This design comes from an exercise in tuning for small area on the open sky130 flow, not from production work. RTL that was checked went through simulation tests only; none was proved equivalent to the original. Function not checked in runs 4 to 6: the RTL went through the layout flow alone. Power is estimated from default activity; no workload was simulated.

--- flow/config.mk ---
export PLATFORM = sky130hd
export DESIGN_NAME = frame_ctrl_top
export DESIGN_NICKNAME = frame_ctrl_top
export VERILOG_FILES = /design/flow/design.v
export SDC_FILE = /design/flow/constraint.sdc
export NUM_CORES = 4
export LEC_CHECK = 0
export CAP_MARGIN = 20
export CORE_AREA = 2 2 298 238
export DIE_AREA = 0 0 300 240
export SLEW_MARGIN = 20
--- flow/constraint.sdc ---
create_clock -name core_clock -period 6.0 [get_ports {clk}]
set_input_delay 1.2000 -clock core_clock [delete_from_list [all_inputs] [get_ports {clk}]]
set_output_delay 1.2000 -clock core_clock [all_outputs]
set_load 0.01 [all_outputs]
--- flow/design.v ---
package frame_ctrl_pkg;
    typedef logic [32-1:0] addr_t;
    typedef logic [7:0] byte_t;
    typedef logic [8*9-1:0] fm_word_t;
    typedef logic [8-1:0] buf_addr_t;
    typedef logic [7:0] frm_idx_t;
    typedef struct packed {
        logic [7:0] rsvd;
        addr_t saddr;
        logic [7:0] tag;
        logic dm_type;  
        logic [23-1:0] btt;
    } dm_cmd_t;
    typedef struct packed {
        logic en;
        buf_addr_t addr;
        fm_word_t data;
    } fm_wr_t;
    typedef enum logic [2:0] {IDLE, LOAD, CORE, SAVE, FINISH} seq_state_e;
    typedef enum logic [1:0] {STOP, CMD, XFER} eng_state_e;
endpackage
`timescale 1ns/1ps
module frame_ctrl_top (
    input  logic                                              clk,
    input  logic                                              rst_n,
    input  logic                                              start,
    input  frame_ctrl_pkg::frm_idx_t                          frm_index,
    input  frame_ctrl_pkg::addr_t                             dma_addr,
    output logic                                              mm2s_cmd_valid,
    input  logic                                              mm2s_cmd_ready,
    output logic [71:0]                                       mm2s_cmd,
    input  logic                                              s_tvalid,
    output logic                                              s_tready,
    input  frame_ctrl_pkg::byte_t                             s_tdata,
    input  logic                                              s_tlast,
    output logic                                              s2mm_cmd_valid,
    input  logic                                              s2mm_cmd_ready,
    output logic [71:0]                                       s2mm_cmd,
    output logic                                              m_tvalid,
    input  logic                                              m_tready,
    output frame_ctrl_pkg::byte_t                             m_tdata,
    output logic                                              m_tkeep,
    output logic                                              m_tlast,
    output logic                                              core_valid,
    input  logic                                              core_finish,
    output logic [3*(8+8*9+1)-1:0] fm_wr,
    output logic [4*8-1:0]                 fm_rd_addr,
    input  logic [4*8*9-1:0]           fm_dout,
    output logic                                              irq
);
    localparam logic [3:0] S_IDLE  = 4'd0;
    localparam logic [3:0] S_GO    = 4'd1;   
    localparam logic [3:0] S_LCMD  = 4'd2;
    localparam logic [3:0] S_LXFER = 4'd3;
    localparam logic [3:0] S_CV    = 4'd4;   
    localparam logic [3:0] S_CW    = 4'd5;
    localparam logic [3:0] S_SGO   = 4'd6;
    localparam logic [3:0] S_SCMD  = 4'd7;
    localparam logic [3:0] S_SXFER = 4'd8;
    localparam logic [3:0] S_SDONE = 4'd9;
    localparam logic [3:0] S_FIN   = 4'd10;  
    logic [3:0] st, st_nx;
    logic lx, sx, beat;
    logic [8:0] bv;
    logic [4:0] w;
    logic       bz;
    logic [31:0] da;
    logic [7:0]  fi;
    logic [15:0] ahi;
    logic [7:0] sl [0:2][0:7];
    assign lx = (st == S_LXFER);
    assign sx = (st == S_SXFER);
    assign bz = (bv == 9'd0);
    assign mm2s_cmd_valid = (st == S_LCMD);
    assign s_tready       = lx;
    assign core_valid     = (st == S_CV);
    assign s2mm_cmd_valid = (st == S_SCMD);
    assign irq            = (st == S_FIN);
    assign m_tvalid       = sx && !bz;
    assign beat = s_tvalid && lx;
    always_comb begin
        st_nx = st;
        case (st)
            S_IDLE:  if (start) st_nx = S_GO;
            S_GO:    st_nx = S_LCMD;
            S_LCMD:  if (mm2s_cmd_ready) st_nx = S_LXFER;
            S_LXFER: if (s_tvalid && s_tlast) st_nx = S_CV;
            S_CV,
            S_CW:    st_nx = core_finish ? S_SGO : S_CW;
            S_SGO:   st_nx = S_SCMD;
            S_SCMD:  if (s2mm_cmd_ready) st_nx = S_SXFER;
            S_SXFER: if (m_tvalid && m_tready && m_tlast) st_nx = S_SDONE;
            S_SDONE: st_nx = S_FIN;
            default: st_nx = S_IDLE;
        endcase
    end
    always_ff @(posedge clk or negedge rst_n) begin
        if (!rst_n) st <= S_IDLE;
        else        st <= st_nx;
    end
    always_ff @(posedge clk) begin
        if (st == S_GO) da <= dma_addr;
    end
    always_ff @(posedge clk) begin
        if (st == S_GO)      fi <= frm_index;
        else if (st == S_CV) fi <= 8'(17);
    end
    assign ahi = da[31:16] + {6'd0, fi, 2'b00} + {7'd0, fi, 1'b0};
    assign mm2s_cmd = {8'h00, ahi, da[15:0], 8'h00, 1'b0, 23'(100)};
    assign s2mm_cmd = {8'h00, ahi, da[15:0], 8'h00, 1'b0, 23'(288)};
    always_ff @(posedge clk or negedge rst_n) begin
        if (!rst_n) begin
            bv <= '0;
            w  <= '0;
        end else if (lx) begin
            if (s_tvalid) begin
                if (s_tlast) begin
                    bv <= '0;
                    w  <= '0;
                end else if (w[2:1] == 2'd2) begin
                    w[2:1] <= 2'd0;
                    bv     <= bz ? 9'd1 : (bv[7] ? 9'd0 : {bv[7:0], 1'b0});
                    if (bv[7]) w[4:3] <= w[4:3] + 1'b1;
                end else begin
                    w[2:1] <= w[2:1] + 1'b1;
                end
            end
        end else if (bz) begin
            if (sx) bv <= 9'd1;
        end else if (m_tready) begin
            bv <= {bv[7:0], 1'b0};
            if (bv[8]) w <= w + 1'b1;
        end
    end
    logic [3:0] lcol;    
    logic [8:0] lslot;   
    always_comb begin
        for (int j = 0; j < 3; j++) lcol[j] = (w[2:1] == 2'(j));
        lcol[3] = 1'b0;
        lslot = {bv[7:0], bz};
    end
    for (genvar j = 0; j < 3; j++) begin : g_col
        for (genvar i = 0; i < 8; i++) begin : g_slot
            if (i < 6) begin : g_plain
                always_ff @(posedge clk) begin
                    if (beat && lcol[j] && lslot[i]) sl[j][i] <= s_tdata;
                end
            end else begin : g_clr
                always_ff @(posedge clk) begin
                    if (beat && lcol[j] && (lslot[i] || lslot[8]))
                        sl[j][i] <= lslot[8] ? 8'h00 : s_tdata;
                end
            end
        end
    end
    logic [7:0] low_byte, p6_0;
    assign low_byte = s_tlast ? 8'h00 : s_tdata;
    assign p6_0     = sl[0][6] | (s_tlast ? s_tdata : 8'h00);
    assign fm_wr[80]      = beat && ((lcol[0] && lslot[8]) || s_tlast);
    assign fm_wr[79:72]   = {6'd0, w[4:3]};
    assign fm_wr[71:0]    = {sl[0][0], sl[0][1], sl[0][2], sl[0][3], sl[0][4], sl[0][5],
                             p6_0, sl[0][7], low_byte};
    assign fm_wr[161]     = beat && ((lcol[1] && lslot[8]) || s_tlast);
    assign fm_wr[160:153] = {6'd0, w[4:3]};
    assign fm_wr[152:81]  = {sl[1][0], sl[1][1], sl[1][2], sl[1][3], sl[1][4], sl[1][5],
                             sl[1][6], sl[1][7], low_byte};
    assign fm_wr[242]     = beat && ((lcol[2] && lslot[8]) || s_tlast);
    assign fm_wr[241:234] = {6'd0, w[4:3]};
    assign fm_wr[233:162] = {sl[2][0], sl[2][1], sl[2][2], sl[2][3], sl[2][4], sl[2][5],
                             sl[2][6], sl[2][7], low_byte};
    assign m_tlast = bv[8] && (w == 5'd31);
    assign m_tkeep = 1'b1;
    logic [3:0] scol;
    always_comb begin
        for (int c = 0; c < 4; c++) scol[c] = (w[2:1] == 2'(c));
        m_tdata = '0;
        for (int c = 0; c < 4; c++)
            for (int i = 0; i < 9; i++)
                m_tdata = m_tdata | ({8{scol[c] & bv[i]}} & fm_dout[72*c + 8*(8-i) +: 8]);
    end
    assign fm_rd_addr = {4{5'd0, w[4:3], w[0]}};
endmodule
--- flow/flow/run.sh ---
#!/bin/bash
export BUFFER_PORTS_ARGS="-buffer_cell sky130_fd_sc_hd__buf_1"
export CTS_ARGS="-sink_clustering_enable -repair_clock_nets -dont_use_dummy_load -buf_list sky130_fd_sc_hd__clkbuf_8 -sink_clustering_size 16 -sink_clustering_max_diameter 50"
export SKIP_REPAIR_TIE_FANOUT=1
bash standard.sh > standard.log 2>&1
--- flow/standard.sh ---
#!/bin/bash
# synth_recipe.tcl (not shown) runs the flow's synth.tcl, then flattens the netlist and writes it again
# the make line also repeats each setting of config.mk as NAME=value (left out here)
make -C /OpenROAD-flow-scripts/flow DESIGN_CONFIG=/design/flow/config.mk WORK_HOME=/design/flow/orfs CLKGATE_MAP_FILE= SYNTH_SCRIPT=/design/flow/synth_recipe.tcl "${@:-finish}"
==> results of run 1 <==
==> cells in the final DEF, fill, tap and decap left out, types with 9 or more instances in the layout <==
master and count:
a221oi_1 13, a21oi_1 41, a31oi_1 11, dfrtp_1 9, ha_1 13, buf_4 32
a22oi_1 62, o21ai_0 19, clkbuf_8 23, nand4_1 9, a22o_1 17, buf_1 659
nor2_1 34, nand2_1 43, and3_1 19, a222oi_1 18, nor2b_1 20, mux2_2 12
edfxtp_1 232, xnor2_1 9, nand3_1 33, and2_1 15
==> state kept, by name, indices dropped and copies added (netlist names) <==
register  cells
w             5
da           32
bv            9
fi            8
st            4
sl          192
==> cell type report <==
class / instances / share of cell area [%]
Clock buffer: 23 / 2.09
Multi-Input combinational cell: 492 / 22.8
Tap cell: 924 / 7.65
Antenna cell: 6 / 0.0993
Sequential cell: 250 / 49.1
Inverter: 9 / 0.223
Timing Repair Buffer: 692 / 18.0
==> critical path, stage by stage, from the launching register on <==
cell and delay [ns]:
dfrtp_4 0.73, buf_4 0.36, nand3_1 0.26, o21ai_0 0.15
a2111oi_2 0.84, buf_4 0.26, o211ai_1 0.10, buf_1 0.15
==> worst paths after layout <==
check / cells after the start / end / startpoint / slack (ns)
setup / recovery: 7 / m_tdata[2] / w[1] / 1.30
hold / removal: 2 / st[3] / rst_n / 0.56
setup reg to reg: 3 / sl[16][3] / w[1] / 2.70
hold reg to reg: 1 / w[2] / w[2] / 0.57
max in group asynchronous: 2 / bv[2] / rst_n / 5.15
min in group core_clock: 1 / w[2] / w[2] / 0.57
==> cell families after synthesis <==
family          count (synthesis)  share of synthesized area, %
mux                            18                          1.78
simple gates                  207                          8.47
buf+inv                       271                          14.6
fa+ha+maj                      21                          2.54
flops                         250                          58.5
xor+xnor                       12                         0.828
other cells                     2                        0.0592
compound gates                232                          13.3
==> power groups by stage <==
stage               logic [W]  clock network [W]  registers (W)
finish                0.00325           0.000878        0.00243
global route          0.00359           0.000975        0.00246
CTS                   0.00329           0.000921        0.00243
detailed placement    0.00328                  0        0.00247
global placement      0.00327                  0        0.00247
floorplan             0.00245                  0        0.00223
==> metrics by stage <==
stage | util (%) | worst slack (ns)
final | 21.9 | 1.30
after detailed placement | 21.4 | 1.37
after CTS | 21.9 | 1.14
after floorplan | - | 2.01
after global placement | 21.4 | 1.36
after global routing | 21.9 | 1.24
==> per-layer routing <==
metal,vias up,GRT usage [%],wire [microns]
li1,4510,-,-
met1,5100,18.5,22400
met2,663,22.9,25200
met3,76,5.57,6450
met4,6,3.17,1190
met5,-,0,42
==> notes.md, run 1 <==
Status -> finished clean
Commonest register cell after synthesis -> edfxtp_1
Final Wtd Congestion -> 0.928
Worst skew pair latency -> 0.59 ns
P_leak -> 4.64 nW
CP max FO -> 53
Worst min path class -> primary input to async pin
Hold WS -> 0.561 ns
Row cnt -> 86
Fin. Hold Viols -> 0
Fin crit period -> 4.70 ns
Die X-Extent -> 300 microns
Layout cells sized above 1 -> 6.41%
Final nets -> 1834
Count leader, synth -> edfxtp_1
Post-cts resize count -> 0
Clk sinks -> 250
Worst Skew -> 0.0539 ns
Final Cycle Share -> 78.3%
Worst setup path class -> register to output port
Total grt overflow -> 0
Sequential area share after synthesis -> 58.5%
Root buf cell -> clkbuf_8
Final wirelength -> 55.2 mm
IO Pins -> 780
Die Span Y -> 240 microns
Drt initial violations -> 946
Clock network fraction of total power -> 13.4%
EDFF count, synth -> 232
Synth Register Bits -> 250
Final Setup Violations -> 0
Cell count after synthesis -> 1013
RSZ-0062 raised after global routing -> no
Post-route setup TNS -> 0 ns
Multi-input gate area -> 3450 sq um
Worst Path Arrival -> 3.50 ns
# port buffers -> 660
Mapped Area -> 12700 sq um
HPWL after DPL -> 42.4 mm
Peak supply drop -> 0.000438 V
Placed Cells -> 2367
Die area -> 72000 sq um
Initial antenna violation count -> 13
DR pass1 iterations -> 8
Gate power share -> 49.6%
Synth area leader -> edfxtp_1
Synth area leaders -> edfxtp_1 (55%), buf_4 (12%), a22oi_1 (3.7%)
Vias in the first global route -> 9952
First-pass GRT wire length -> 73.7 mm
Final Max Tran Viols -> 0
Nature of the critical path startpoint -> register
DR DRC count -> 0
Reported net switching power -> 0.00302 W
Max-Cap Viols -> 0
Maximum clock rate -> 0.213 GHz
H-tree level count -> 1
ANT nets after route -> 0
Pwr/cell area -> 434 nW/um^2
Worst Path Required -> 4.80 ns
Drt wl/cell -> 23.0 microns
Synth warnings -> 2
Clock slew at reported path FFs -> 0.08 ns
Vias per Instance -> 4.32
Post-synth top cells -> edfxtp_1 (232), buf_4 (205), a22oi_1 (62)
Reg area -> 7430 sq um
Final Total Pwr -> 0.00656 W
Pint -> 0.00355 W
Maximum clock insertion buffer count -> 3
# hold bufs at CTS -> 0
Area grow syn2layout -> 19.2%
Syn avg cell area -> 12.5 sq um
Initial core utilization -> 18.4%
Fin area -> 15100 sq um
Vias -> 10400
Fill cell count -> 7535
Placed inst area -> 14800 sq um
Relative slew margins -> 31.9%
Yosys cell types -> 65
Largest net degree at the start of global routing -> 114
GRT Util Overall -> 14.4%
CTS buffer count -> 23
Post-CTS setup buffers -> 0
Crit path capture type -> output port
Core area -> 69100 sq um
Worst Tran Pin Value -> 1.02 ns
Switching Share -> 45.9%
Non-filler cells, final -> 2396
Sequential share of power -> 37.0%
Fraction of registers with async set/reset -> 7.20%
CTS tree -> yes
Post-synth top area share -> 54.9%
==> inputs of run 2 (changes only) <==
==> flow/flow/run.sh (replaced) <==
#!/bin/bash
export BUFFER_PORTS_ARGS="-buffer_cell sky130_fd_sc_hd__buf_1"
export CTS_ARGS="-sink_clustering_enable -repair_clock_nets -dont_use_dummy_load -buf_list sky130_fd_sc_hd__clkbuf_8 -sink_clustering_size 16 -sink_clustering_max_diameter 50"

bash standard.sh > standard.log 2>&1
==> run 2 against run 1 <==
  * Sequential share of layout area decreased by 1.3 points
  * Die area unchanged
  * Maximum frequency increased by 2.4%
  * Still clean
  * Sequential power about the same
  * Synthesized cell count unchanged
  * Highest routed layer is now met4
==> notes.md, run 2 <==
ANT nets after route -> 0 (unchanged)
Largest registers -> sl: 192 flops, da: 32 flops, bv: 9 flops
Worst Path Arrival -> 3.39 ns (-0.11 ns)
Yosys cell types -> 65 (unchanged)
CTS buffer count -> 23 (unchanged)
DR DRC count -> 0 (unchanged)
Syn avg cell area -> 12.5 sq um (unchanged)
Commonest register cell after synthesis -> edfxtp_1
IO Pins -> 780 (unchanged)
Peak supply drop -> 0.000375 V (-14%)
Drt initial violations -> 924 (-2.3%)
H-tree level count -> 1 (unchanged)
Root buf cell -> clkbuf_8
Relative slew margins -> 30.7% (-1.2 points)
Most frequent cells in the layout -> buf_1 (659), edfxtp_1 (232), conb_1 (119)
Vias in the first global route -> 9926 (-0.26%)
Mapped Area -> 12700 sq um (unchanged)
Final wirelength -> 55.9 mm (+1.3%)
Maximum clock rate -> 0.218 GHz (+2.4%)
Commonest non-fill, non-tap cell in the layout -> buf_1
Maximum clock insertion buffer count -> 3 (unchanged)
Crit path to -> mm2s_cmd[62]
GRT Util Overall -> 14.6% (+0.16 points)
Worst reg2reg setup slack -> 2.49 ns (-0.21 ns)
EDFF count, synth -> 232 (unchanged)
Post-route setup TNS -> 0 ns (unchanged)
Largest register by flop count -> sl
Worst skew pair latency -> 0.60 ns (about the same)
Crit path capture type -> output port
Fill cell count -> 7523 (-0.16%)
Pwr/cell area -> 419 nW/um^2 (-3.5%)
CTS tree -> yes
HPWL after DPL -> 43.5 mm (+2.8%)
Core area -> 69100 sq um (unchanged)
Worst Skew -> 0.0887 ns (+0.0347 ns)
Count leader, synth -> edfxtp_1
RSZ-0062 raised after global routing -> no
Crit-path cells -> fa_1 -> ha_1 -> inv_1 -> fa_1 -> nor2b_1 -> o31ai_2 -> a211o_1 -> nand2_1 -> xor2_1 -> buf_1
Final nets -> 1944 (+6.0%)
Max-Cap Viols -> 0 (unchanged)
Final Cycle Share -> 76.5% (-1.8 points)
Cell mode on critical path -> fa_1
Initial antenna violation count -> 11 (-2)
Post-CTS setup buffers -> 0 (unchanged)
Largest net degree at the start of global routing -> 42 (-63%)
Synth Register Bits -> 250 (unchanged)
Synth warnings -> 2 (unchanged)
Max reg flops -> 192 (unchanged)
DR pass1 iterations -> 6 (-2)
Die X-Extent -> 300 microns (unchanged)
Final Max Tran Viols -> 0 (unchanged)
Total grt overflow -> 0 (unchanged)
Worst Path Required -> 4.80 ns (about the same)
Clock slew at reported path FFs -> 0.09 ns (about the same)
Worst min path class -> primary input to async pin
Levels on crit path -> 10 (+3)
# port buffers -> 660 (unchanged)
Hold WS -> 0.566 ns (+0.00479 ns)
CP max FO -> 5 (-91%)
RR Startpoint -> st[2]
Area grow syn2layout -> 22.2%
Status -> finished clean
Critical path's slowest cell -> fa_1
Cell count after synthesis -> 1013 (unchanged)
R2R cell count -> 5 (+2)
Fin. Hold Viols -> 0 (unchanged)
Worst setup path class -> register to output port
P_leak -> 4.99 nW (+7.4%)
Crit-path max cell delay -> 0.53 ns (-0.31 ns)
Worst Tran Pin Value -> 1.04 ns (+0.0178 ns)
Critical path's top delay family -> adder cells
Die area -> 72000 sq um (unchanged)
Row cnt -> 86 (unchanged)
# hold bufs at CTS -> 0 (unchanged)
First-pass GRT wire length -> 74.7 mm (+1.4%)
Initial core utilization -> 18.4% (unchanged)
CP startpoint -> fi[0]
Final Setup Violations -> 0 (unchanged)
Synth area leader -> edfxtp_1
Post-cts resize count -> 0 (unchanged)
Die Span Y -> 240 microns (unchanged)
Drt wl/cell -> 22.2 microns (-3.5%)
Vias -> 10500 (+1.5%)
Clk sinks -> 250 (unchanged)
Number of buffer and inverter stages on the critical path -> 2 (-1)
Fin crit period -> 4.59 ns (-0.111 ns)
Final Wtd Congestion -> 0.943 (+1.6%)
Fraction of registers with async set/reset -> 7.20% (unchanged)
Post-synth top cells -> edfxtp_1 (232), buf_4 (205), a22oi_1 (62)
Sequential area share after synthesis -> 58.5% (unchanged)
Post-synth top area share -> 54.9% (unchanged)
Layout cells sized above 1 -> 5.33% (-1.1 points)
Vias per Instance -> 4.18 (-3.3%)
Synth area leaders -> edfxtp_1 (55%), buf_4 (12%), a22oi_1 (3.7%)
Nature of the critical path startpoint -> register
FF-to-FF End -> sl[0][4]
## run 2: cell counts after synthesis
No cell type changed its count.
## run 2: worst min-delay path by stage
stage,startpoint,to,slack (ns),cells past startpoint
after floorplan,w[0],w[0],0.58,1
after global placement,st[3],st[2],0.64,1
after detailed placement,st[3],st[2],0.64,1
after CTS,rst_n,st[3],0.51,2
after global routing,rst_n,st[3],0.55,2
final,rst_n,st[3],0.57,2
## run 2: area by class of cell
cell class                      count  area (sq um)  share of cell area, %
Clock buffer                       23           317                   2.04
Sequential cell                   250          7430                   47.9
Multi-Input combinational cell    609          3880                   25.0
Timing Repair Buffer              685          2670                   17.2
Tap cell                          924          1160                   7.45
Antenna cell                       13          32.5                  0.210
Inverter                            9          33.8                  0.218
## run 2: cells by family after synthesis
kind of cell	after synthesis	synth area share [%]
adders and majority gates	21	2.54
xor gates and xnor gates	12	0.828
and+or+nand+nor	207	8.47
muxes	18	1.78
other	2	0.0592
AOI/OAI and AO/OA	232	13.3
DFF	250	58.5
buffers and inverters	271	14.6
## run 2: routing by layer
layer / track usage [%] / vias up / routed length (microns)
li1: - / 4614 / -
met1: 18.4 / 5095 / 22300
met2: 23.0 / 714 / 25500
met3: 5.58 / 84 / 6410
met4: 4.06 / 0 / 1630
met5: 0.748 / - / 0
## run 2: power breakdown
| group | internal (W) | leakage, nW | switching [W] |
|---|---|---|---|
| clock | 0.000341 | 0.165 | 0.000548 |
| sequential | 0.00210 | 2.33 | 0.000361 |
| combinational | 0.00109 | 2.49 | 0.00206 |
| total | 0.00353 | 4.99 | 0.00297 |
## run 2: worst register-to-register path, cell delays in order (launching register included)
cell and delay (ns):
dfrtp_1 0.50, nand4bb_1 0.64, inv_2 0.33, and2_1 0.61, nand2_1 0.25, nor2_1 0.76
## run 2: metrics by stage
step / instance area [sq um] / cells / utilization [%] / power (W) / setup WS (ns)
after global placement: 15200 / 2477 / 21.9 / 0.00563 / 1.88
final: 15500 / 2513 / 22.5 / 0.00650 / 1.41
after CTS: 15500 / 2500 / 22.4 / 0.00655 / 1.37
after detailed placement: 15200 / 2477 / 21.9 / 0.00565 / 1.88
after global routing: 15500 / 2505 / 22.4 / 0.00694 / 1.25
after floorplan: 13100 / 1130 / - / 0.00468 / 2.01
==> inputs of run 3 (changes only) <==
==> flow/flow/run.sh (replaced) <==
#!/bin/bash
# The standard layout (standard.sh: ORFS synthesis to finish) with three
# layout choices changed:
#  - port buffers use the smallest buffer cell instead of ORFS's default pick
#  - the clock tree uses clkbuf_8 with clusters of at most 16 sinks and no
#    dummy loads
#  - tie cells are not duplicated per load
# standard.sh's own output (every ORFS step) goes to standard.log here; ORFS
# writes each tool's full log under orfs/logs/.
export BUFFER_PORTS_ARGS="-buffer_cell sky130_fd_sc_hd__buf_1"
export CTS_ARGS="-sink_clustering_enable -repair_clock_nets -dont_use_dummy_load -buf_list sky130_fd_sc_hd__clkbuf_8 -sink_clustering_size 16 -sink_clustering_max_diameter 50"
export SKIP_REPAIR_TIE_FANOUT=1
bash standard.sh > standard.log 2>&1
==> run 3 against run 2 <==
  * Routed wire length decreased by 1.2%
  * Clock power shrank 1%
  * Hold slack worse by 0.0048 ns
  * Core utilization is 0.57 points lower
  * Area after synthesis did not move
  * Clock-buffer cell count stayed put
==> notes.md, run 3 <==
Sequential share of power -> 37.0% (-0.9 points)
Row cnt -> 86 (unchanged)
Worst setup path class -> register to output port
Reported net switching power -> 0.00302 W (+1.6%)
Mapped Area -> 12700 sq um (unchanged)
Maximum clock insertion buffer count -> 3 (unchanged)
DP Worst Slack -> 1.37 ns (-0.506 ns)
Core area -> 69100 sq um (unchanged)
Fill cell count -> 7535 (+0.16%)
Maximum clock rate -> 0.213 GHz (-2.4%)
Final Wtd Congestion -> 0.928 (-1.6%)
Fin crit period -> 4.70 ns (+0.111 ns)
Syn avg cell area -> 12.5 sq um (unchanged)
Total grt overflow -> 0 (unchanged)
Relative slew margins -> 31.9% (+1.2 points)
Vias -> 10400 (-1.4%)
Met1 WL -> 22.4 mm (+0.24%)
Vias per Instance -> 4.32 (+3.4%)
Worst skew pair latency -> 0.59 ns (about the same)
Post-route setup TNS -> 0 ns (unchanged)
Hold WS -> 0.561 ns (-0.00479 ns)
Die area -> 72000 sq um (unchanged)
Pwr/cell area -> 434 nW/um^2 (+3.6%)
H-tree level count -> 1 (unchanged)
DR pass1 iterations -> 8 (+2)
Final Max Tran Viols -> 0 (unchanged)
Routed wl met2 -> 25.2 mm (-1.5%)
Post-CTS setup buffers -> 0 (unchanged)
P_leak -> 4.64 nW (-6.9%)
Most frequent cells in the layout -> buf_1 (659), edfxtp_1 (232), a22oi_1 (62)
ANT nets after route -> 0 (unchanged)
Worst Skew -> 0.0539 ns (-0.0347 ns)
Worst Path Arrival -> 3.50 ns (+0.11 ns)
Synth warnings -> 2 (unchanged)
Peak supply drop -> 0.000438 V (+17%)
Initial antenna violation count -> 13 (+2)
Count leader, synth -> edfxtp_1
Die X-Extent -> 300 microns (unchanged)
DR DRC count -> 0 (unchanged)
Nature of the critical path startpoint -> register
# port buffers -> 660 (unchanged)
Largest register by flop count -> sl
Fraction of registers with async set/reset -> 7.20% (unchanged)
CTS tree -> yes
Gate power share -> 49.6% (+1.2 points)
Cell count after synthesis -> 1013 (unchanged)
Max layer used -> met5
Vias in the first global route -> 9952 (+0.26%)
Drt wl/cell -> 23.0 microns (+3.6%)
Final wirelength -> 55.2 mm (-1.2%)
Sequential area share after synthesis -> 58.5% (unchanged)
GRT Util Overall -> 14.4% (-0.16 points)
Area grow syn2layout -> 19.2%
# hold bufs at CTS -> 0 (unchanged)
Worst min path class -> primary input to async pin
Die Span Y -> 240 microns (unchanged)
Largest net degree at the start of global routing -> 114 (+170%)
Layout cells sized above 1 -> 6.41% (+1.1 points)
Synth Register Bits -> 250 (unchanged)
Final Setup Violations -> 0 (unchanged)
Root buf cell -> clkbuf_8
Initial core utilization -> 18.4% (unchanged)
Commonest register cell after synthesis -> edfxtp_1
Non-filler cells, final -> 2396 (-4.7%)
Largest registers -> sl: 192 flops, da: 32 flops, bv: 9 flops
Max-Cap Viols -> 0 (unchanged)
Final Cycle Share -> 78.3% (+1.8 points)
Synth area leader -> edfxtp_1
Final setup margin -> 1.30 ns (-0.111 ns)
Fin. Hold Viols -> 0 (unchanged)
IO Pins -> 780 (unchanged)
Worst Path Required -> 4.80 ns (about the same)
Synth area leaders -> edfxtp_1 (55%), buf_4 (12%), a22oi_1 (3.7%)
Worst Tran Pin Value -> 1.02 ns (-0.0178 ns)
CTS buffer count -> 23 (unchanged)
Metal3 WL -> 6.45 mm (+0.61%)
Drt initial violations -> 946 (+2.4%)
Pint -> 0.00355 W (+0.47%)
Max reg flops -> 192 (unchanged)
Clock network fraction of total power -> 13.4% (-0.3 points)
Clock slew at reported path FFs -> 0.08 ns (about the same)
CP max FO -> 53 (+48)
EDFF count, synth -> 232 (unchanged)
First-pass GRT wire length -> 73.7 mm (-1.4%)
Final nets -> 1834 (-5.7%)
Post-synth top cells -> edfxtp_1 (232), buf_4 (205), a22oi_1 (62)
Post-synth top area share -> 54.9% (unchanged)
Clk sinks -> 250 (unchanged)
Status -> finished clean
Yosys cell types -> 65 (unchanged)
Post-cts resize count -> 0 (unchanged)
Switching Share -> 45.9% (+0.29 points)
Commonest non-fill, non-tap cell in the layout -> buf_1
Crit path capture type -> output port
RSZ-0062 raised after global routing -> no
Placed Cells -> 2367 (-4.4%)
HPWL after DPL -> 42.4 mm (-2.7%)
[run 3: worst max-delay path, cell delays in order, from the launching register on]
cell	delay, ns
dfrtp_4	0.73
buf_4	0.36
nand3_1	0.26
o21ai_0	0.15
a2111oi_2	0.84
buf_4	0.26
o211ai_1	0.10
buf_1	0.15
[run 3: kinds of logic (layout without fill, tap and decap cells)]
family	count (synthesis)	in the layout	synth area share, %
compound gates	232	232	13.3
xor+xnor	12	12	0.828
fa+ha+maj	21	21	2.54
buf+inv	271	724	14.6
flops	250	250	58.5
mux	18	18	1.78
other cells	2	8	0.0592
simple gates	207	207	8.47
[run 3: layer usage]
| layer | GRT usage (%) | vias up |
|---|---|---|
| li1 | - | 4510 |
| met1 | 18.5 | 5100 |
| met2 | 22.9 | 663 |
| met3 | 5.57 | 76 |
| met4 | 3.17 | 6 |
| met5 | 0 | - |
[run 3: power groups by stage]
stage               logic (W)  registers [W]  clock network, W
detailed placement    0.00328        0.00247                 0
finish                0.00325        0.00243          0.000878
floorplan             0.00245        0.00223                 0
global route          0.00359        0.00246          0.000975
global placement      0.00327        0.00247                 0
CTS                   0.00329        0.00243          0.000921
[run 3: cell type report]
cell class / count / area, sq um / area share (%)
sequential: 250 / 7430 / 49.1
multi-input combinational: 492 / 3450 / 22.8
timing repair buffer: 692 / 2720 / 18.0
tap: 924 / 1160 / 7.65
clock buffer: 23 / 317 / 2.09
inverter: 9 / 33.8 / 0.223
antenna: 6 / 15.0 / 0.0993
[run 3: path summary, 6_finish.rpt]
kind                            start    endpoint  slack, ns  depth (start not counted)
worst max register to register   w[1]   sl[16][3]       2.70                          3
worst min-delay path            rst_n       st[3]       0.56                          2
min in group core_clock          w[2]        w[2]       0.57                          1
worst min register to register   w[2]        w[2]       0.57                          1
worst max-delay path             w[1]  m_tdata[2]       1.30                          7
max in group asynchronous       rst_n       bv[2]       5.15                          2
[run 3: metrics by stage]
| stage | utilization (%) | area, sq um | power [W] |
|---|---|---|---|
| 6_report | 21.9 | 15100 | 0.00656 |
| 5_1_grt | 21.9 | 15100 | 0.00702 |
| 4_1_cts | 21.9 | 15100 | 0.00665 |
| 3_5_place_dp | 21.4 | 14800 | 0.00575 |
| 3_3_place_gp | 21.4 | 14800 | 0.00574 |
| 2_1_floorplan | - | 12700 | 0.00468 |
==> inputs of run 4 (changes only) <==
--- a/flow/design.v
+++ b/flow/design.v
@@ -106,5 +106,18 @@
         else if (st == S_CV) fi <= 8'(17);
     end
-    assign ahi = da[31:16] + {6'd0, fi, 2'b00} + {7'd0, fi, 1'b0};
+    logic [15:0] ax, ay, az, cs, cc;
+    logic [16:0] rc;
+    always_comb begin
+        ax = da[31:16];
+        ay = {6'd0, fi, 2'b00};
+        az = {7'd0, fi, 1'b0};
+        cs = ax ^ ay ^ az;
+        cc = {(ax[14:0] & ay[14:0]) | (ax[14:0] & az[14:0]) | (ay[14:0] & az[14:0]), 1'b0};
+        rc[0] = 1'b0;
+        for (int i = 0; i < 16; i++) begin
+            ahi[i]  = cs[i] ^ cc[i] ^ rc[i];
+            rc[i+1] = (cs[i] & cc[i]) | (cs[i] & rc[i]) | (cc[i] & rc[i]);
+        end
+    end
     assign mm2s_cmd = {8'h00, ahi, da[15:0], 8'h00, 1'b0, 23'(100)};
     assign s2mm_cmd = {8'h00, ahi, da[15:0], 8'h00, 1'b0, 23'(288)};
==> run 4 against run 3 <==
  * Now fails the layout checks on setup timing
  * Hold slack got worse by 0.033 ns
  * Global-route usage decreased by 0.097 points
  * Via count fell by 1.8%
  * Core utilization barely moved
  * Die area unchanged
  * Flip-flop and latch count stayed put
  * Critical path type unchanged
==> notes.md, run 4 <==
Status -> finished with violations
Violated layout checks -> setup timing
Largest registers -> sl: 192 flops, da: 32 flops, bv: 9 flops
Fraction of registers with async set/reset -> 7.20% (unchanged)
Final nets -> 1810 (-1.3%)
Commonest register cell after synthesis -> edfxtp_1
HPWL after DPL -> 42.3 mm (about the same)
Max reg flops -> 192 (unchanged)
Initial antenna violation count -> 17 (+4)
Cell mode on critical path -> fa_2
Nature of the critical path startpoint -> register
RR Startpoint -> w[2]
Worst skew pair latency -> 0.63 ns (+0.04 ns)
Post-route setup TNS -> -3.30 ns (-3.30 ns)
Synth warnings -> 2 (unchanged)
Final Total Pwr -> 0.00610 W (-7.1%)
FF-to-FF End -> sl[23][6]
Synth area leader -> edfxtp_1
Sequential share of power -> 38.1% (+1.1 points)
CP startpoint -> fi[0]
CTS tree -> yes
Maximum clock insertion buffer count -> 3 (unchanged)
DR pass1 iterations -> 10 (+2)
Worst Skew -> 0.131 ns (+0.0774 ns)
Sequential area share after synthesis -> 59.8% (+1.3 points)
Final setup margin -> -0.565 ns (-1.87 ns)
Vias per Instance -> 4.28 (-0.87%)
H-tree level count -> 1 (unchanged)
Worst min path class -> primary input to async pin
Worst reg2reg setup slack -> 2.69 ns (about the same)
Root buf cell -> clkbuf_8
Pint -> 0.00353 W (-0.63%)
Reported net switching power -> 0.00257 W (-15%)
RSZ-0062 raised after global routing -> yes
Final Cycle Share -> 109% (+31 points)
Total grt overflow -> 0 (unchanged)
# port buffers -> 660 (unchanged)
Pwr/cell area -> 403 nW/um^2 (-7.1%)
Worst setup path class -> register to output port
Peak supply drop -> 0.000564 V (+29%)
Worst Path Required -> 4.80 ns (about the same)
P_leak -> 4.58 nW (-1.4%)
Layout cells sized above 1 -> 7.92% (+1.5 points)
First-pass GRT wire length -> 73.2 mm (-0.73%)
Worst Path Arrival -> 5.36 ns (+1.86 ns)
R2R cell count -> 4 (+1)
Relative slew margins -> 22.7% (-9.2 points)
Clk sinks -> 250 (unchanged)
Area grow syn2layout -> 21.9%
DR DRC count -> 0 (unchanged)
Hold WS -> 0.528 ns (-0.0330 ns)
Die area -> 72000 sq um (unchanged)
Vias -> 10200 (-1.8%)
IO Pins -> 780 (unchanged)
Crit path capture type -> output port
Largest register by flop count -> sl
Initial core utilization -> 18.0% (-0.40 points)
GRT Util Overall -> 14.3% (-0.097 points)
Final Max Tran Viols -> 0 (unchanged)
Die Span Y -> 240 microns (unchanged)
Post-layout util -> 21.9% (about the same)
Largest net degree at the start of global routing -> 114 (unchanged)
Synth Register Bits -> 250 (unchanged)
Final wirelength -> 55.1 mm (-0.12%)
Post-synth top cells -> edfxtp_1 (232), buf_4 (190), nand2_1 (67)
Yosys cell types -> 69 (+6.2%)
Die X-Extent -> 300 microns (unchanged)
Most frequent cells in the layout -> buf_1 (646), edfxtp_1 (232), nand2_1 (67)
Final Wtd Congestion -> 0.896 (-3.5%)
Fin. Hold Viols -> 0 (unchanged)
ANT nets after route -> 0 (unchanged)
Vias in the first global route -> 9966 (+0.14%)
Commonest non-fill, non-tap cell in the layout -> buf_1
Drt initial violations -> 880 (-7.0%)
Final Setup Violations -> 10 (+10)
Syn avg cell area -> 12.8 sq um (+2.2%)
Drt wl/cell -> 23.2 microns (+0.80%)
Crit-path cells -> fa_1 -> ha_2 -> inv_2 -> fa_2 -> inv_2 -> fa_2 -> fa_2 -> fa_2 -> fa_2 -> fa_2 -> fa_2 -> fa_2 -> ha_4 -> ha_4 -> ha_4 -> ha_4 -> xor2_2 -> buf_2
Gate power share -> 46.2% (-3.4 points)
Max-Cap Viols -> 0 (unchanged)
CP max FO -> 2 (-96%)
Post-synth top area share -> 56.1% (+1.2 points)
Mapped Area -> 12400 sq um (-2.2%)
Worst Tran Pin Value -> 1.16 ns (+0.137 ns)
Fin crit period -> 6.56 ns (+1.87 ns)
Cell count after synthesis -> 969 (-4.3%)
EDFF count, synth -> 232 (unchanged)
Maximum clock rate -> 0.152 GHz (-28%)
Core area -> 69100 sq um (unchanged)
Critical path's slowest cell -> fa_1
Clock slew at reported path FFs -> 0.09 ns (about the same)
Switching Share -> 42.2% (-3.7 points)
Row cnt -> 86 (unchanged)
Count leader, synth -> edfxtp_1
Crit-path max cell delay -> 0.47 ns (-0.37 ns)
Clock network fraction of total power -> 15.6% (+2.2 points)
Synth area leaders -> edfxtp_1 (56%), buf_4 (11%), dfrtp_1 (3.6%)
CTS buffer count -> 27 (+17%)
-- run 4: layout make-up --
class                      instances  area, sq um
fill                            7520        54000
sequential                       250         7430
multi-input combinational        461         3310
timing repair buffer             691         2790
tap                              924         1160
clock buffer                      27          372
inverter                          10         40.0
antenna                           11         27.5
-- run 4: logic make-up (layout without fill, tap and decap cells) --
| logic type | after synthesis | count (layout) | synth area share, % |
|---|---|---|---|
| other | 2 | 13 | 0.0605 |
| muxes | 6 | 6 | 0.706 |
| DFF | 250 | 250 | 59.8 |
| AOI/OAI and AO/OA | 221 | 221 | 13.1 |
| buffers and inverters | 258 | 728 | 14.3 |
| and+or+nand+nor | 207 | 207 | 8.68 |
| xor gates and xnor gates | 1 | 1 | 0.0706 |
| adders and majority gates | 24 | 24 | 3.33 |
-- run 4: per-stage QoR --
stage / cell area, sq um / std cells / setup WS (ns)
floorplan: 12400 / 969 / 0.00980
global placement: 14600 / 2335 / -0.0994
detailed placement: 14600 / 2335 / -0.104
CTS: 15100 / 2363 / -0.651
global route: 15100 / 2367 / -0.800
finish: 15100 / 2374 / -0.565
-- run 4: how the worst max path moves through the flow --
stage | slack [ns] | depth (start not counted) | endpoint
global route | -0.80 | 18 | mm2s_cmd[63]
floorplan | 0.01 | 18 | s2mm_cmd[63]
CTS | -0.65 | 18 | mm2s_cmd[63]
global placement | -0.1 | 17 | s2mm_cmd[62]
finish | -0.56 | 18 | mm2s_cmd[63]
detailed placement | -0.10 | 17 | s2mm_cmd[62]
-- run 4: worst max-delay path: cells and delay by family (launching register included) --
family                     cells  cell delay [ns]
xor gates and xnor gates       1             0.14
DFF                            1             0.41
adders and majority gates     14             3.98
buffers and inverters          3             0.23
-- run 4: layer usage --
| metal | global-route usage, % | vias to the layer above | part of all wire, % |
|---|---|---|---|
| met5 | 0 | - | 0.14 |
| met1 | 18.0 | 4994 | 41 |
| met3 | 4.83 | 101 | 9.8 |
| li1 | - | 4396 | - |
| met2 | 23.5 | 668 | 47 |
| met4 | 3.74 | 12 | 2.5 |
-- run 4: power groups by stage --
stage               Sequential [W]  Combinational, W  Clock (W)
floorplan                  0.00219           0.00205          0
detailed placement         0.00237           0.00267          0
global route               0.00236           0.00308    0.00105
finish                     0.00233           0.00282   0.000954
CTS                        0.00234           0.00283   0.000992
global placement           0.00237           0.00266          0
-- run 4: repair_timing --
action,in CTS,in global routing
gates resized for setup,32,0
pin swaps,1,0
buffers inserted,1,0
endpoints found under the hold margin,0,0
cloned,0,0
hold buffers,0,0
setup endpoints to repair,12,12
==> inputs of run 5 (changes only) <==
--- a/flow/design.v
+++ b/flow/design.v
@@ -106,17 +106,20 @@
         else if (st == S_CV) fi <= 8'(17);
     end
-    logic [15:0] ax, ay, az, cs, cc;
-    logic [16:0] rc;
-    always_comb begin
-        ax = da[31:16];
-        ay = {6'd0, fi, 2'b00};
-        az = {7'd0, fi, 1'b0};
+    logic [10:0] ax, ay, az, cs, cc;
+    logic [11:0] rc;
+    logic [4:0]  hi_inc;
+    always_comb begin
+        ax = da[26:16];
+        ay = {1'b0, fi, 2'b00};
+        az = {2'd0, fi, 1'b0};
         cs = ax ^ ay ^ az;
-        cc = {(ax[14:0] & ay[14:0]) | (ax[14:0] & az[14:0]) | (ay[14:0] & az[14:0]), 1'b0};
+        cc = {(ax[9:0] & ay[9:0]) | (ax[9:0] & az[9:0]) | (ay[9:0] & az[9:0]), 1'b0};
         rc[0] = 1'b0;
-        for (int i = 0; i < 16; i++) begin
+        for (int i = 0; i < 11; i++) begin
             ahi[i]  = cs[i] ^ cc[i] ^ rc[i];
             rc[i+1] = (cs[i] & cc[i]) | (cs[i] & rc[i]) | (cc[i] & rc[i]);
         end
+        hi_inc = da[31:27] + 1'b1;
+        ahi[15:11] = rc[11] ? hi_inc : da[31:27];
     end
     assign mm2s_cmd = {8'h00, ahi, da[15:0], 8'h00, 1'b0, 23'(100)};
@@ -185,10 +188,13 @@
     assign m_tkeep = 1'b1;
     logic [3:0] scol;
+    logic [7:0] cbyte [0:3];
     always_comb begin
         for (int c = 0; c < 4; c++) scol[c] = (w[2:1] == 2'(c));
-        m_tdata = '0;
-        for (int c = 0; c < 4; c++)
+        for (int c = 0; c < 4; c++) begin
+            cbyte[c] = '0;
             for (int i = 0; i < 9; i++)
-                m_tdata = m_tdata | ({8{scol[c] & bv[i]}} & fm_dout[72*c + 8*(8-i) +: 8]);
+                cbyte[c] = cbyte[c] | ({8{bv[i]}} & fm_dout[72*c + 8*(8-i) +: 8]);
+        end
+        m_tdata = cbyte[w[2:1]];
     end
     assign fm_rd_addr = {4{5'd0, w[4:3], w[0]}};
==> run 5 against run 4 <==
  * Still fails the layout checks on setup timing
  * Worst setup slack better by 0.29 ns
  * Clock power is 7.4% lower
  * Total power is 3.7% lower
  * Die area stayed put
  * Via count is 1.9% lower
  * Combinational power is 2% lower
  * Area after synthesis is 1.2% lower
  * Critical path type unchanged
==> notes.md, run 5 <==
Vias per Instance -> 4.31 (+0.50%)
Fraction of registers with async set/reset -> 7.20% (unchanged)
Vias in the first global route -> 9630 (-3.4%)
Synth warnings -> 3 (+1)
Final Cycle Share -> 105% (-4.9 points)
Post-synth top cells -> edfxtp_1 (232), buf_4 (204), a22oi_1 (56)
Count leader, synth -> edfxtp_1
Max-Cap Viols -> 0 (unchanged)
Worst Skew -> 0.0454 ns (-0.0859 ns)
Crit-path cells -> buf_4 -> buf_4 -> buf_4 -> ha_2 -> ha_2 -> fa_2 -> fa_2 -> fa_2 -> fa_2 -> fa_2 -> fa_2 -> fa_2 -> fa_2 -> nand4_1 -> xnor2_4 -> buf_6
Cell count after synthesis -> 926 (-4.4%)
Fin crit period -> 6.27 ns (-0.293 ns)
EDFF count, synth -> 232 (unchanged)
Commonest non-fill, non-tap cell in the layout -> buf_1
DR pass1 iterations -> 8 (-2)
Max reg flops -> 192 (unchanged)
Critical path's slowest cell -> fa_2
Worst setup path class -> register to output port
Final Max Tran Viols -> 0 (unchanged)
HPWL after DPL -> 42.6 mm (+0.72%)
Pwr/cell area -> 395 nW/um^2 (-2.0%)
Worst skew pair latency -> 0.58 ns (-0.05 ns)
CTS tree -> yes
Peak supply drop -> 0.000580 V (+2.8%)
Worst min path class -> primary input to async pin
Vias -> 9976 (-1.9%)
Sequential area share after synthesis -> 60.5% (+0.72 points)
Layout cells sized above 1 -> 8.50% (+0.58 points)
Relative slew margins -> 31.7% (+8.9 points)
Die X-Extent -> 300 microns (unchanged)
Routed wl met2 -> 25.0 mm (-2.9%)
Post-route setup TNS -> -2.05 ns (+1.25 ns)
Commonest register cell after synthesis -> edfxtp_1
Synth Register Bits -> 250 (unchanged)
Worst Path Required -> 4.80 ns (about the same)
CP max FO -> 5 (+3)
Mapped Area -> 12300 sq um (-1.2%)
DR DRC count -> 0 (unchanged)
Post-synth top area share -> 56.8% (+0.68 points)
Fill cell count -> 7504 (-0.21%)
Largest net degree at the start of global routing -> 114 (unchanged)
# port buffers -> 660 (unchanged)
Row cnt -> 86 (unchanged)
Hold WS -> 0.586 ns (+0.0574 ns)
Area grow syn2layout -> 21.1%
Final Setup Violations -> 12 (+2)
Crit-path max cell delay -> 0.41 ns (-0.06 ns)
Fin. Hold Viols -> 0 (unchanged)
Maximum clock insertion buffer count -> 3 (unchanged)
Final Wtd Congestion -> 0.938 (+4.7%)
Synth area leaders -> edfxtp_1 (57%), buf_4 (12%), dfrtp_1 (3.7%)
Met1 WL -> 22.3 mm (-1.1%)
Die Span Y -> 240 microns (unchanged)
ANT nets after route -> 0 (unchanged)
Core area -> 69100 sq um (unchanged)
P_leak -> 4.51 nW (-1.5%)
Max layer used -> met5
Synth area leader -> edfxtp_1
Final Total Pwr -> 0.00587 W (-3.7%)
Cell mode on critical path -> fa_2
CTS buffer count -> 23 (-15%)
Root buf cell -> clkbuf_8
H-tree level count -> 1 (unchanged)
Metal3 WL -> 5.87 mm (+8.2%)
Initial antenna violation count -> 8 (-9)
Die area -> 72000 sq um (unchanged)
Initial core utilization -> 17.7% (-0.21 points)
Worst Path Arrival -> 5.07 ns (-0.29 ns)
First-pass GRT wire length -> 71.7 mm (-2.0%)
Most frequent cells in the layout -> buf_1 (646), edfxtp_1 (232), a22oi_1 (56)
Final setup margin -> -0.271 ns (+0.293 ns)
Placed Cells -> 2287 (-2.1%)
Syn avg cell area -> 13.2 sq um (+3.4%)
Non-filler cells, final -> 2317 (-2.4%)
Yosys cell types -> 62 (-10%)
Drt initial violations -> 1023 (+16%)
Worst Tran Pin Value -> 1.02 ns (-0.140 ns)
DP Worst Slack -> -0.247 ns (-0.143 ns)
Largest register by flop count -> sl
Violated layout checks -> setup timing
Clock slew at reported path FFs -> 0.07 ns (-0.02 ns)
GRT Util Overall -> 14.0% (-0.32 points)
Final wirelength -> 54.1 mm (-1.9%)
Total grt overflow -> 0 (unchanged)
RSZ-0062 raised after global routing -> yes
Crit path capture type -> output port
IO Pins -> 780 (unchanged)
Maximum clock rate -> 0.159 GHz (+4.7%)
Clk sinks -> 250 (unchanged)
Largest registers -> sl: 192 flops, da: 32 flops, bv: 9 flops
Final nets -> 1756 (-3.0%)
Drt wl/cell -> 23.3 microns (+0.50%)
Status -> finished with violations
Nature of the critical path startpoint -> register
-- run 5: changes by cell type in the layout (fill, tap and decap cells not counted), sizes merged, moves of 9 or more --
cell	delta
nor3	+9
o31ai	+9
a21oi	-13
nand2	-36
a22o	+17
nor2	-13
a221oi	+12
-- run 5: timing repair --
item                       4_1_cts  5_1_grt
hold endpoints to repair         0        0
setup endpoints to repair       14       12
pin swaps                       11        2
setup buffers                    1        1
gates resized for setup         19        2
hold buffers                     0        0
-- run 5: logic make-up (layout without fill, tap and decap cells) --
logic type / after synthesis / in the layout / share of synthesized area (%)
AND/OR/NAND/NOR: 159 / 159 / 7.21
XOR/XNOR: 4 / 4 / 0.286
flip-flops: 250 / 250 / 60.5
other: 2 / 7 / 0.0612
multiplexers: 1 / 1 / 0.0918
buffers and inverters: 266 / 728 / 14.9
adder cells (fa/ha/maj): 21 / 21 / 3.06
AO/OA/AOI/OAI: 223 / 223 / 13.9
-- run 5: worst paths after layout --
| kind | startpoint | endpoint | slack, ns | cells after the start |
|---|---|---|---|---|
| setup / recovery | fi[0] | mm2s_cmd[62] | -0.27 | 16 |
| hold / removal | rst_n | st[0] | 0.59 | 1 |
| setup reg to reg | st[2] | sl[23][1] | 2.67 | 5 |
| hold reg to reg | st[0] | st[0] | 0.73 | 1 |
| max in group asynchronous | rst_n | bv[3] | 5.02 | 1 |
| min in group core_clock | st[0] | st[0] | 0.73 | 1 |
-- run 5: through the flow --
stage	utilization, %	instance area [sq um]
2_1_floorplan	-	12300
3_3_place_gp	20.9	14400
3_5_place_dp	20.9	14400
4_1_cts	21.5	14800
5_1_grt	21.5	14800
6_report	21.5	14900
-- run 5: area by class of cell --
type / instances / area [sq um] / share of cell area [%]
Antenna cell: 5 / 12.5 / 0.0842
Tap cell: 924 / 1160 / 7.78
Timing Repair Buffer: 694 / 2810 / 18.9
Sequential cell: 250 / 7430 / 50.0
Inverter: 11 / 42.5 / 0.286
Clock buffer: 23 / 317 / 2.13
Multi-Input combinational cell: 410 / 3090 / 20.8
-- run 5: worst max-delay path, delay by kind of cell, from the launching register on --
family                   cells  cell delay (ns)
adder cells (fa/ha/maj)     10             3.19
AND/OR/NAND/NOR              1             0.19
XOR/XNOR                     1             0.19
buffers and inverters        4             0.56
flip-flops                   1             0.40
-- run 5: power by group --
| part | internal, W | leakage, nW | total [W] | switching (W) |
|---|---|---|---|---|
| Sequential | 0.00205 | 2.32 | 0.00224 | 0.000188 |
| Combinational | 0.000951 | 2.03 | 0.00275 | 0.00180 |
| Clock | 0.000341 | 0.165 | 0.000883 | 0.000542 |
| Total | 0.00335 | 4.51 | 0.00587 | 0.00253 |
-- run 5: per-layer routing --
layer / global-route usage (%) / vias up
met4: 2.52 / 2
met1: 18.1 / 5026
li1: - / 4235
met2: 22.4 / 650
met3: 5.18 / 63
met5: 0 / -
==> inputs of run 6 (changes only) <==
--- a/flow/config.mk
+++ b/flow/config.mk
@@ -6,6 +6,6 @@
 export NUM_CORES = 4
 export LEC_CHECK = 0
-export CAP_MARGIN = 20
+export CAP_MARGIN = 0
 export CORE_AREA = 2 2 298 238
 export DIE_AREA = 0 0 300 240
-export SLEW_MARGIN = 20
+export SLEW_MARGIN = 0
==> run 6 against run 5 <==
  * The layout still fails its checks (setup timing)
  * Non-clock buffer count unchanged
  * Via count up 0.11%
  * Clock skew about the same
  * Critical path type unchanged
==> notes.md, run 6 <==
Clock slew at reported path FFs -> 0.07 ns (about the same)
Drt wl/cell -> 23.3 microns (about the same)
R2R cell count -> 5 (unchanged)
Largest registers -> sl: 192 flops, da: 32 flops, bv: 9 flops
DR DRC count -> 0 (unchanged)
HPWL after DPL -> 42.6 mm (unchanged)
Final Setup Violations -> 12 (unchanged)
GRT Util Overall -> 14.0% (unchanged)
P_leak -> 4.51 nW (about the same)
# port buffers -> 660 (unchanged)
Fin crit period -> 6.27 ns (-0.000345 ns)
Final nets -> 1756 (unchanged)
Peak supply drop -> 0.000580 V (about the same)
Final Cycle Share -> 105% (about the same)
Syn avg cell area -> 13.2 sq um (unchanged)
IO Pins -> 780 (unchanged)
Most frequent cells in the layout -> buf_1 (647), edfxtp_1 (232), a22oi_1 (56)
DR pass1 iterations -> 9 (+1)
Post-route setup TNS -> -2.05 ns (-0.000310 ns)
Layout cells sized above 1 -> 8.43% (-0.072 points)
Sequential area share after synthesis -> 60.5% (unchanged)
Final Max Tran Viols -> 0 (unchanged)
Synth Register Bits -> 250 (unchanged)
Clk sinks -> 250 (unchanged)
Post-synth top cells -> edfxtp_1 (232), buf_4 (204), a22oi_1 (56)
Worst Skew -> 0.0454 ns (+0.000000100 ns)
Synth warnings -> 3 (unchanged)
Post-synth top area share -> 56.8% (unchanged)
Nature of the critical path startpoint -> register
Max-Cap Viols -> 0 (unchanged)
RSZ-0062 raised after global routing -> yes
Area grow syn2layout -> 21.1% (about the same)
Yosys cell types -> 62 (unchanged)
Initial antenna violation count -> 8 (unchanged)
Status -> finished with violations
Final wirelength -> 54.1 mm (about the same)
EDFF count, synth -> 232 (unchanged)
CP max FO -> 5 (unchanged)
Worst skew pair latency -> 0.58 ns (about the same)
First-pass GRT wire length -> 71.7 mm (unchanged)
H-tree level count -> 1 (unchanged)
Maximum clock rate -> 0.159 GHz (about the same)
Root buf cell -> clkbuf_8
Die area -> 72000 sq um (unchanged)
Fin. Hold Viols -> 0 (unchanged)
Die X-Extent -> 300 microns (unchanged)
CTS tree -> yes
Pwr/cell area -> 395 nW/um^2 (about the same)
Final Wtd Congestion -> 0.938 (unchanged)
Final setup margin -> -0.271 ns (+0.000345 ns)
Synth area leaders -> edfxtp_1 (57%), buf_4 (12%), dfrtp_1 (3.7%)
DP Worst Slack -> -0.247 ns (unchanged)
Vias per Instance -> 4.31 (+0.11%)
Hold WS -> 0.732 ns (+0.147 ns)
Violated layout checks -> setup timing
CTS buffer count -> 23 (unchanged)
Crit path capture type -> output port
Largest net degree at the start of global routing -> 114 (unchanged)
Cell count after synthesis -> 926 (unchanged)
Worst min path class -> register to register
Worst Path Arrival -> 5.07 ns (about the same)
# hold bufs at CTS -> 0 (unchanged)
Fill cell count -> 7505 (+0.013%)
Largest register by flop count -> sl
Mapped Area -> 12300 sq um (unchanged)
Worst setup path class -> register to output port
Worst Path Required -> 4.80 ns (about the same)
Row cnt -> 86 (unchanged)
Hold path depth -> 1
Maximum clock insertion buffer count -> 3 (unchanged)
Vias in the first global route -> 9630 (unchanged)
Max reg flops -> 192 (unchanged)
Vias -> 9987 (+0.11%)
Count leader, synth -> edfxtp_1
Commonest non-fill, non-tap cell in the layout -> buf_1
Worst Tran Pin Value -> 1.05 ns (+0.0316 ns)
Commonest register cell after synthesis -> edfxtp_1
Fraction of registers with async set/reset -> 7.20% (unchanged)
Initial core utilization -> 17.7% (unchanged)
Relative slew margins -> 29.9% (-1.7 points)
Total grt overflow -> 0 (unchanged)
ANT nets after route -> 0 (unchanged)
Die Span Y -> 240 microns (unchanged)
Drt initial violations -> 1020 (-0.29%)
Core area -> 69100 sq um (unchanged)
Synth area leader -> edfxtp_1
-- run 6: changes by cell type in the layout (fill, tap and decap cells not counted), sizes merged --
| cell | before | now |
|---|---|---|
| buf | 692 | 693 |
| clkbuf | 25 | 24 |
-- run 6: logic make-up after synthesis --
family,after synthesis,synth area share (%)
compound gates,223,13.9
xor+xnor,4,0.286
fa+ha+maj,21,3.06
buf+inv,266,14.9
flops,250,60.5
mux,1,0.0918
other cells,2,0.0612
simple gates,159,7.21
-- run 6: layout make-up --
type / instances / area [sq um] / area share (%)
repair buffers: 694 / 2810 / 18.9
well taps: 924 / 1160 / 7.78
inverters: 11 / 42.5 / 0.286
diodes: 5 / 12.5 / 0.0842
clock buffers: 23 / 317 / 2.13
multi-input cells: 410 / 3090 / 20.8
flip-flops and latches: 250 / 7430 / 50.0
-- run 6: metrics by stage --
stage / utilization (%) / std cells / power [W] / area, sq um
2_1_floorplan: - / 926 / 0.00407 / 12300
3_3_place_gp: 20.9 / 2287 / 0.00500 / 14400
3_5_place_dp: 20.9 / 2287 / 0.00502 / 14400
4_1_cts: 21.5 / 2311 / 0.00597 / 14800
5_1_grt: 21.5 / 2314 / 0.00623 / 14800
6_report: 21.5 / 2317 / 0.00587 / 14900
-- run 6: worst max-delay path, cell delays in order (launching register included) --
cell and delay, ns:
edfxtp_1 0.40, buf_4 0.15, buf_4 0.12, buf_4 0.12, ha_2 0.16, ha_2 0.19
fa_2 0.34, fa_2 0.35, fa_2 0.34, fa_2 0.35, fa_2 0.34, fa_2 0.34
fa_2 0.37, fa_2 0.41, nand4_1 0.19, xnor2_4 0.19, buf_6 0.17
-- run 6: final timing paths --
| check | to | slack (ns) | from |
|---|---|---|---|
| max | mm2s_cmd[62] | -0.27 | fi[0] |
| min | st[0] | 0.73 | st[0] |
| max reg2reg | sl[23][1] | 2.67 | st[2] |
| min reg2reg | st[0] | 0.73 | st[0] |
| max in group asynchronous | bv[3] | 4.46 | rst_n |
| min in group asynchronous | st[0] | 0.80 | rst_n |
-- run 6: what timing repair did --
action | CTS | global route
setup buffers | 1 | 1
pin swaps | 11 | 2
endpoints found under the setup margin | 14 | 12
gates resized for setup | 19 | 2
-- run 6: per-layer routing --
layer	GRT usage (%)	part of all wire (%)	wire, microns
met1	18.1	41	22300
met4	2.52	1.7	941
met2	22.4	46	25000
met3	5.18	11	5890
met5	0	0.020	11
-- run 6: power by group --
| part | internal (W) | leakage, nW | switching, W |
|---|---|---|---|
| registers | 0.00205 | 2.32 | 0.000189 |
| logic | 0.000951 | 2.03 | 0.00180 |
| clock network | 0.000341 | 0.165 | 0.000542 |
| total | 0.00335 | 4.51 | 0.00253 |
==> inputs of run 7 (changes only) <==
--- a/flow/design.v
+++ b/flow/design.v
@@ -106,20 +106,10 @@
         else if (st == S_CV) fi <= 8'(17);
     end
-    logic [10:0] ax, ay, az, cs, cc;
-    logic [11:0] rc;
+    logic [11:0] lo_sum;
     logic [4:0]  hi_inc;
     always_comb begin
-        ax = da[26:16];
-        ay = {1'b0, fi, 2'b00};
-        az = {2'd0, fi, 1'b0};
-        cs = ax ^ ay ^ az;
-        cc = {(ax[9:0] & ay[9:0]) | (ax[9:0] & az[9:0]) | (ay[9:0] & az[9:0]), 1'b0};
-        rc[0] = 1'b0;
-        for (int i = 0; i < 11; i++) begin
-            ahi[i]  = cs[i] ^ cc[i] ^ rc[i];
-            rc[i+1] = (cs[i] & cc[i]) | (cs[i] & rc[i]) | (cc[i] & rc[i]);
-        end
+        lo_sum = {1'b0, da[26:16]} + {2'd0, fi, 2'b00} + {3'd0, fi, 1'b0};
         hi_inc = da[31:27] + 1'b1;
-        ahi[15:11] = rc[11] ? hi_inc : da[31:27];
+        ahi = {lo_sum[11] ? hi_inc : da[31:27], lo_sum[10:0]};
     end
     assign mm2s_cmd = {8'h00, ahi, da[15:0], 8'h00, 1'b0, 23'(100)};
--- a/flow/config.mk
+++ b/flow/config.mk
@@ -6,6 +6,6 @@
 export NUM_CORES = 4
 export LEC_CHECK = 0
-export CAP_MARGIN = 0
+export CAP_MARGIN = 20
 export CORE_AREA = 2 2 298 238
 export DIE_AREA = 0 0 300 240
-export SLEW_MARGIN = 0
+export SLEW_MARGIN = 20
==> run 7 against run 6 <==
  * Now clean on timing, DRC and antenna
  * Critical path depth down 9
  * Synthesized cell count rose by 1.9%
  * Final cell count rose by 0.56%
  * Core utilization fell by 0.19 points
  * Via count down 1.1%
  * First-iteration DRC count shrank 6.0%
  * Sequential power grew 2%
  * Worst setup slack better by 1.8 ns
  * Total power up 7.1%
  * Routed wire length down 4.5%
  * Hold slack lost 0.14 ns
  * Largest cell class unchanged
==> notes.md, run 7 <==
Commonest register cell after synthesis -> edfxtp_1
Fraction of registers with async set/reset -> 7.20% (unchanged)
Worst Path Arrival -> 3.25 ns (-1.82 ns)
Status -> finished clean
Post-cts resize count -> 0 (-19)
DR DRC count -> 0 (unchanged)
Post-CTS setup buffers -> 0 (-1)
Worst skew pair latency -> 0.57 ns (about the same)
Maximum clock rate -> 0.225 GHz (+41%)
Post-Synth XOR/XNOR Area -> 0.787% (+0.50 points)
IO Pins -> 780 (unchanged)
CP startpoint -> bv[7]
Worst setup path class -> register to output port
Post-synthesis mux area share -> 0.879% (+0.79 points)
Most frequent cells in the layout -> buf_1 (659), edfxtp_1 (232), a22oi_1 (45)
Final Max Tran Viols -> 0 (unchanged)
Synth warnings -> 3 (unchanged)
Max-Cap Viols -> 0 (unchanged)
Max reg flops -> 192 (unchanged)
Area grow syn2layout -> 20.2%
Largest register by flop count -> sl
Yosys cell types -> 58 (-6.5%)
Largest registers -> sl: 192 flops, da: 32 flops, bv: 9 flops
Initial core utilization -> 17.7% (-0.025 points)
Clock slew at reported path FFs -> 0.07 ns (about the same)
Cell count after synthesis -> 944 (+1.9%)
R2R cell count -> 5 (unchanged)
Crit path capture type -> output port
Count leader, synth -> edfxtp_1
Fill cell count -> 7592 (+1.2%)
Layout cells sized above 1 -> 5.00% (-3.4 points)
CTS tree -> yes
Crit-path max cell delay -> 0.62 ns (+0.21 ns)
EDFF count, synth -> 232 (unchanged)
Drt wl/cell -> 22.2 microns (-5.1%)
Crit path to -> m_tdata[6]
H-tree level count -> 1 (unchanged)
# hold bufs at CTS -> 0 (unchanged)
Synth Register Bits -> 250 (unchanged)
Multi-input gate area -> 3060 sq um (-0.85%)
Synth Area in Simple Gates -> 6.86% (-0.36 points)
Post-layout util -> 21.3% (-0.19 points)
Critical path's slowest cell -> dfrtp_2
Nature of the critical path startpoint -> register
Die Span Y -> 240 microns (unchanged)
Vias in the first global route -> 9463 (-1.7%)
DR pass1 iterations -> 7 (-2)
Fin area -> 14700 sq um (-0.89%)
Cell mode on critical path -> a31oi_1
Final nets -> 1770 (+0.80%)
Core area -> 69100 sq um (unchanged)
Crit-path cells -> buf_4 -> a22o_1 -> a221oi_1 -> nand4_1 -> a31oi_1 -> a31oi_1 -> buf_1
Reg area -> 7420 sq um (about the same)
Vias -> 9874 (-1.1%)
Final Setup Violations -> 0 (-12)
Post-synth top cells -> edfxtp_1 (232), buf_4 (202), a22oi_1 (45)
Worst Path Required -> 4.80 ns (about the same)
Row cnt -> 86 (unchanged)
Maximum clock insertion buffer count -> 3 (unchanged)
P_leak -> 4.46 nW (-0.95%)
Peak supply drop -> 0.000432 V (-25%)
RR Startpoint -> st[1]
Initial antenna violation count -> 7 (-1)
FF-to-FF End -> sl[22][0]
Final wirelength -> 51.6 mm (-4.5%)
Relative slew margins -> 41.9% (+12 points)
RSZ-0062 raised after global routing -> no
Worst min path class -> primary input to async pin
Fin crit period -> 4.45 ns (-1.82 ns)
First-pass GRT wire length -> 69.5 mm (-3.1%)
GRT Util Overall -> 13.4% (-0.58 points)
Worst reg2reg setup slack -> 2.38 ns (-0.29 ns)
Root buf cell -> clkbuf_8
Largest family of logic cells by synthesized area -> buffers and inverters
CTS buffer count -> 25 (+8.7%)
Drt initial violations -> 959 (-6.0%)
Vias per Instance -> 4.24 (-1.7%)
Total grt overflow -> 0 (unchanged)
Placed inst area -> 14400 sq um (-0.53%)
ANT nets after route -> 0 (unchanged)
Largest net degree at the start of global routing -> 114 (unchanged)
Sequential area share after synthesis -> 60.6% (+0.087 points)
Final Cycle Share -> 74.1% (-30 points)
Placed Cells -> 2300 (+0.57%)
Die X-Extent -> 300 microns (unchanged)
Synth Area in Compound Gates -> 13.6% (-0.31 points)
Syn avg cell area -> 13.0 sq um (-2.0%)
Worst Tran Pin Value -> 0.871 ns (-0.180 ns)
Clk sinks -> 250 (unchanged)
Post-route setup TNS -> 0 ns (+2.05 ns)
Fin. Hold Viols -> 0 (unchanged)
Area share of fa/ha/maj cells after synthesis -> 2.74% (-0.32 points)
Die area -> 72000 sq um (unchanged)
Worst Skew -> 0.0674 ns (+0.0220 ns)
Post-synth top area share -> 56.9% (+0.081 points)
Synth area leaders -> edfxtp_1 (57%), buf_4 (12%), dfrtp_1 (3.7%)
Mapped Area -> 12200 sq um (-0.14%)
Final Wtd Congestion -> 0.950 (+1.3%)
Commonest non-fill, non-tap cell in the layout -> buf_1
# port buffers -> 660 (unchanged)
Pwr/cell area -> 427 nW/um^2 (+8.0%)
HPWL after DPL -> 41.0 mm (-3.9%)
CP max FO -> 33 (+28)
Non-filler cells, final -> 2330 (+0.56%)
Synth area leader -> edfxtp_1
run 7: where the power goes:
group	switching [W]	leakage (nW)	internal (W)
combinational	0.00204	1.96	0.00105
clock	0.000544	0.180	0.000369
sequential	0.000190	2.32	0.00210
run 7: per-stage QoR:
| stage | hold slack (ns) | setup slack (ns) | total power [W] |
|---|---|---|---|
| 2_1_floorplan | 0.581 | 0.551 | 0.00454 |
| 3_3_place_gp | 0.687 | 0.697 | 0.00541 |
| 3_5_place_dp | 0.678 | 1.62 | 0.00543 |
| 4_1_cts | 0.539 | 1.36 | 0.00636 |
| 5_1_grt | 0.562 | 1.22 | 0.00674 |
| 6_report | 0.589 | 1.55 | 0.00629 |
run 7: cell families after synthesis:
| kind of cell | count (synthesis) |
|---|---|
| flops | 250 |
| compound gates | 222 |
| simple gates | 160 |
| fa+ha+maj | 22 |
| xor+xnor | 11 |
| mux | 10 |
| buf+inv | 267 |
| other cells | 2 |
run 7: how the worst min path moves through the flow:
stage / slack [ns] / depth (start not counted) / end
finish: 0.59 / 2 / st[0]
global route: 0.56 / 2 / w[3]
CTS: 0.54 / 2 / w[4]
detailed placement: 0.68 / 2 / w[3]
global placement: 0.69 / 2 / w[3]
floorplan: 0.58 / 1 / w[0]
run 7: final cells by class:
class	count	area share [%]
antenna	5	0.0850
clock buffer	25	2.34
inverter	14	0.357
multi-input combinational	427	20.8
sequential	250	50.4
tap	924	7.85
timing repair buffer	685	18.1
run 7: metal layers:
| metal | global-route usage (%) | up-vias | wire (microns) |
|---|---|---|---|
| met3 | 5.29 | 70 | 5930 |
| met5 | 1.90 | - | 192 |
| met4 | 2.91 | 2 | 1160 |
| met2 | 19.7 | 637 | 22500 |
| li1 | - | 4292 | - |
| met1 | 18.2 | 4873 | 21800 |
run 7: critical path: cells and delay by family, from the launching register on:
kind | cells | cell delay [ns]
and+or+nand+nor | 1 | 0.34
DFF | 1 | 0.62
AOI/OAI and AO/OA | 4 | 1.13
buffers and inverters | 2 | 0.54

-- port drivers added, routing unchanged --
No port has a modelled driver above. Below, the same layouts with a new extraction and two added sets of constraints.
Step 1 (the two cells are an assumption about what drives the block):
set clk [get_ports {clk}]
set_driving_cell -lib_cell sky130_fd_sc_hd__clkbuf_16 $clk
set_driving_cell -lib_cell sky130_fd_sc_hd__buf_2 [delete_from_list [all_inputs] $clk]
Step 2 moves the port delays by t, midway between the first and last clock arrival at a register: inputs arrive t later, outputs are due t later. That takes back most of the time a late clock gives input paths.
Slacks: ideal / step 1 / step 2; pairs: ideal / step 1.
run | shift t [ns] | setup slack, ns | hold slack, ns | latest minus earliest clock arrival (ns)
run 1 | 0.612 | 1.300 / 1.248 / 1.440 | 0.561 / 0.545 / 0.569 | 0.062 / 0.062
run 2 | 0.615 | 1.411 / 1.358 / 1.726 | 0.566 / 0.536 / 0.663 | 0.095 / 0.095
run 3 | 0.612 | 1.300 / 1.248 / 1.440 | 0.561 / 0.545 / 0.569 | 0.062 / 0.062
run 4 | 0.625 | -0.565 / -0.622 / 0.003 | 0.528 / 0.520 / 0.692 | 0.146 / 0.146
run 5 | 0.609 | -0.271 / -0.324 / 0.285 | 0.586 / 0.585 / 0.732 | 0.050 / 0.050
run 6 | 0.609 | -0.271 / -0.323 / 0.286 | 0.732 / 0.732 / 0.732 | 0.050 / 0.050
run 7 | 0.594 | 1.553 / 1.502 / 1.717 | 0.589 / 0.562 / 0.697 | 0.090 / 0.089
